Source: an optimization exercise on an open RTL-to-GDS flow (aim: small area, a short achievable clock period and few clock cycles). Production flows keep margins and buffers that such runs may drop.
Function was checked by simulation only, so behaviour that the tests miss may differ from the original.
No activity file was given, so power comes from the tool's default toggle rates.

==> module sw_pe, before the edit <==
module sw_pe #(
    parameter [3:0] ROW = 4'd0
) (
    input  wire        clk,
    input  wire        rst,
    input  wire [1:0]  i_nx_base_a,
    input  wire [1:0]  i_nx_base_b,
    input  wire        i_nx_first,
    input  wire        i_nx_x,        
    input  wire        i_nx_y,        
    input  wire        i_nx_vb,       
    input  wire        i_rb_ld,
    input  wire [1:0]  i_rb,
    input  wire        i_en_ld,
    input  wire        i_en,
    input  wire [4:0]  i_ha,          
    input  wire [4:0]  i_hb,          
    input  wire [3:0]  i_fa,          
    input  wire [3:0]  i_fb,          
    input  wire [4:0]  i_db,          
    input  wire        i_match_dn,
    input  wire [4:0]  i_c_score,
    input  wire [3:0]  i_c_row,
    input  wire        i_c_col,
    output reg  [1:0]  o_base_a,
    output reg  [1:0]  o_base_b,
    output reg         o_first,
    output reg         o_x,
    output reg         o_y,
    output reg         o_vb,
    output wire [4:0]  o_ha,
    output wire [4:0]  o_hb,
    output wire [3:0]  o_fa,
    output wire [3:0]  o_fb,
    output wire [4:0]  o_db,          
    output wire        o_match_nb,    
    output wire [4:0]  o_c_score,
    output wire [3:0]  o_c_row,
    output wire        o_c_col
);
    function automatic integer nbits(input integer v);
        integer w;
        begin
            nbits = 0;
            for (w = 0; w < 6; w = w + 1)
                if (v >= (1 << w))
                    nbits = w + 1;
        end
    endfunction
    localparam integer WH  = nbits(ROW + 1);                  
    localparam integer WE  = (ROW > 5) ? nbits(ROW - 5) : 0;  
    localparam integer WF  = (ROW > 6) ? nbits(ROW - 6) : 0;  
    localparam integer WR  = nbits(ROW);                      
    localparam integer WER = (WE > 0) ? WE : 1;
    localparam integer WRR = (WR > 0) ? WR : 1;
    localparam integer WD  = nbits(ROW + 2);                  
    function automatic ge5(input [4:0] a, input [4:0] b);
        integer k, j;
        reg r, t;
        begin
            r = 1'b1;
            for (j = 0; j < 5; j = j + 1)
                r = r & (a[j] | ~b[j]);
            for (k = 0; k < 5; k = k + 1) begin
                t = a[k] & ~b[k];
                for (j = k + 1; j < 5; j = j + 1)
                    t = t & (a[j] | ~b[j]);
                r = r | t;
            end
            ge5 = r;
        end
    endfunction
    function automatic [4:0] max3(input [4:0] x, input [4:0] y, input [4:0] z);
        reg xy, xz, yz;
        begin
            xy = ge5(x, y);
            xz = ge5(x, z);
            yz = ge5(y, z);
            max3 = (xy & xz) ? x : (yz ? y : z);
        end
    endfunction
    function automatic [4:0] tab_add(input [4:0] x, input integer k, input integer lo);
        integer v;
        begin
            tab_add = 5'd0;
            for (v = 0; v < 32; v = v + 1)
                if (x == v)
                    tab_add = (v + k < lo) ? lo : v + k;
        end
    endfunction
    reg  [1:0]     rb_q;
    reg            en_q;
    reg  [WH-1:0]  da_q;
    reg  [WER-1:0] e_q;
    reg  [WER-1:0] fa_q;
    reg  [WER-1:0] fb_q;
    reg  [WH-1:0]  ha_q;
    reg  [WH-1:0]  hb_q;
    reg  [WD-1:0]  db_q;
    reg  [WH-1:0]  c_score_q;
    reg  [WRR-1:0] c_row_q;
    reg            c_col_q;
    wire [4:0] da5  = da_q;
    wire [4:0] e5   = (WE > 0) ? e_q : 5'd0;
    wire [4:0] fa5  = (WF > 0) ? i_fa : 5'd0;
    wire [4:0] fb5  = (WF > 0) ? i_fb : 5'd0;
    wire [4:0] iha  = (ROW > 0) ? i_ha : 5'd0;
    wire [4:0] ihb  = (ROW > 0) ? i_hb : 5'd0;
    wire [4:0] ha5  = ha_q;
    wire [4:0] hb5  = hb_q;
    wire [4:0] cs5  = (ROW > 0) ? i_c_score : 5'd0;
    wire [3:0] cr4  = (ROW > 0) ? i_c_row : 4'd0;
    wire       cc1  = (ROW > 0) ? i_c_col : 1'b0;
    always @(posedge clk or posedge rst) begin
        if (rst) begin
            o_first <= 1'b0;
            o_x     <= 1'b0;
        end else begin
            o_first <= i_nx_first;
            o_x     <= i_nx_x;
        end
    end
    always @(posedge clk) begin
        o_base_a <= i_nx_base_a;
        o_base_b <= i_nx_base_b;
        o_y      <= i_nx_y;
        o_vb     <= i_nx_vb;
        if (i_rb_ld)
            rb_q <= i_rb;
        if (i_en_ld)
            en_q <= i_en;
    end
    wire [4:0] diag_a  = i_nx_first ? 5'd0 : ihb;
    wire [1:0] rb_a    = i_nx_first ? i_rb : rb_q;
    wire       match_a = (i_nx_base_a == rb_a);
    wire [4:0] da_new  = match_a ? tab_add(diag_a, 1, 0) : tab_add(diag_a, -4, 0);
    assign o_match_nb = (i_nx_base_b == rb_a);
    wire [4:0] db5 = i_db;
    wire [4:0] ma   = ge5(da5, fa5) ? da5 : fa5;
    wire [4:0] na   = ge5(da5, e5) ? da5 : e5;
    wire [4:0] ha   = max3(da5, fa5, e5);
    wire [4:0] foa  = ge5(na, tab_add(fa5, 6, 0)) ? tab_add(na, -6, 0) : tab_add(fa5, -1, 0);
    wire [4:0] ma6  = tab_add(ma, -6, 0);
    wire [4:0] em1  = tab_add(e5, -1, 0);
    wire [4:0] mb   = ge5(db5, fb5) ? db5 : fb5;
    wire [4:0] hb   = max3(mb, ma6, em1);
    wire [4:0] nb   = max3(db5, ma6, em1);
    wire [4:0] en5  = max3(tab_add(mb, -6, 0), tab_add(ma, -7, 0), tab_add(e5, -2, 0));
    wire [4:0] fob  = ge5(nb, tab_add(fb5, 6, 0)) ? tab_add(nb, -6, 0) : tab_add(fb5, -1, 0);
    wire take_b = !ge5(cs5, hb5) & !ge5(ha5, hb5);
    wire take_a = !take_b & !ge5(cs5, ha5);
    wire [4:0] db_dn = i_match_dn ? tab_add(ha, 1, 0) : tab_add(ha, -4, 0);
    always @(posedge clk) begin
        db_q <= db_dn[WD-1:0];
        da_q <= da_new[WH-1:0];
        e_q  <= i_nx_first ? {WER{1'b0}} : en5[WER-1:0];
        fa_q <= foa[WER-1:0];
        fb_q <= fob[WER-1:0];
        ha_q <= en_q ? ha[WH-1:0] : {WH{1'b0}};
        hb_q <= (en_q & o_vb) ? hb[WH-1:0] : {WH{1'b0}};    
        if (take_b) begin
            c_score_q <= hb_q;
            c_row_q   <= ROW;
            c_col_q   <= 1'b1;
        end else if (take_a) begin
            c_score_q <= ha_q;
            c_row_q   <= ROW;
            c_col_q   <= 1'b0;
        end else begin
            c_score_q <= cs5[WH-1:0];
            c_row_q   <= cr4[WRR-1:0];
            c_col_q   <= cc1;
        end
    end
    assign o_ha       = ha5;
    assign o_hb       = hb5;
    assign o_db       = db_q;
    assign o_fa       = (WE > 0) ? fa_q : 4'd0;
    assign o_fb       = (WE > 0) ? fb_q : 4'd0;
    assign o_c_score  = c_score_q;
    assign o_c_row    = (WR > 0) ? c_row_q : 4'd0;
    assign o_c_col    = c_col_q;
endmodule
export LEC_CHECK = 0
export ABC_AREA = 1
export CAP_MARGIN = 20
export CORE_MARGIN = 2
export CORE_UTILIZATION = 70
export PLACE_DENSITY = 0.8
export SLEW_MARGIN = 20
create_clock -name core_clock -period 10.0 [get_ports {clk}]
standard.sh (not shown) runs the stock make flow with config.mk's settings and CLKGATE_MAP_FILE= SYNTH_SCRIPT=/design/flow/synth_recipe.tcl, a recipe that flattens the netlist after the stock synthesis.
==> flow/flow/run.sh <==
#!/bin/bash
# The standard layout, with the port buffers made from plain buf_2 cells instead of the delay
# buffer that buffer_ports picks on its own. Every make step's output goes to make.log here;
# ORFS keeps each tool's full log under orfs/logs/.
set -euo pipefail
bash standard.sh "BUFFER_PORTS_ARGS=-buffer_cell sky130_fd_sc_hd__buf_2" CTS_CLUSTER_SIZE=24 CTS_CLUSTER_DIAMETER=100 SETUP_SLACK_MARGIN=6.85 finish > make.log 2>&1
Testbench counts at the start, summed over its fixed seeds: cycles 8,786.
==> next run, changes <==
--- a/flow/design.v
+++ b/flow/design.v
@@ -141,5 +141,5 @@
     wire [4:0] ma   = ge5(da5, fa5) ? da5 : fa5;
     wire [4:0] na   = ge5(da5, e5) ? da5 : e5;
-    wire [4:0] ha   = max3(da5, fa5, e5);
+    wire [4:0] ha   = ge5(ma, e5) ? ma : e5;
     wire [4:0] foa  = ge5(na, tab_add(fa5, 6, 0)) ? tab_add(na, -6, 0) : tab_add(fa5, -1, 0);
     wire [4:0] ma6  = tab_add(ma, -6, 0);
After rerunning: The new run went through all stages and came out clean; final cell count came out higher by about 1.7%; final area came out higher by about 1%; register-to-register slack stays flat; via count came out higher by 1.6%; worst setup slack is worse by 46 ps; die area came out higher by 1.0%; sequential power came out lower by 29%; synthesized cell count came out higher by 1.8%; total power came out lower by about 40%; critical path depth is unchanged; wire length came out higher by 2.5%; first-iteration DRC count came out lower by 4.7%; global-route usage came out higher by 0.40 points.
Testbench counts after the change, summed over its fixed seeds: cycles 8,786.

-- port drivers added, routing unchanged --
In the flow no input, the clock included, has a driving cell. The finished layouts below were timed again as built, in two steps. Step 1 assumes that a clkbuf_16 drives the clock port and a buf_2 every other input. Step 2 moves the port delays by t, midway between the first and last clock arrival at a register: inputs arrive t later, outputs are due t later. That takes back most of the time a late clock gives input paths. a / b / c = ideal / step 1 / step 2; a / b = the first two.
run	t (ns)	setup WS [ns]	worst register clock-pin slew, ns	pins driven straight from the clock port
the first run	0.675	6.856 / 6.792 / 6.491	0.10 / 0.10	1
the second run	0.678	6.810 / 6.748 / 6.649	0.10 / 0.10	1
After both steps setup and hold are still met in every run listed. The setup slack of the first run, which loses most, moves by -0.064 ns with the drivers and by -0.365 ns with both steps.
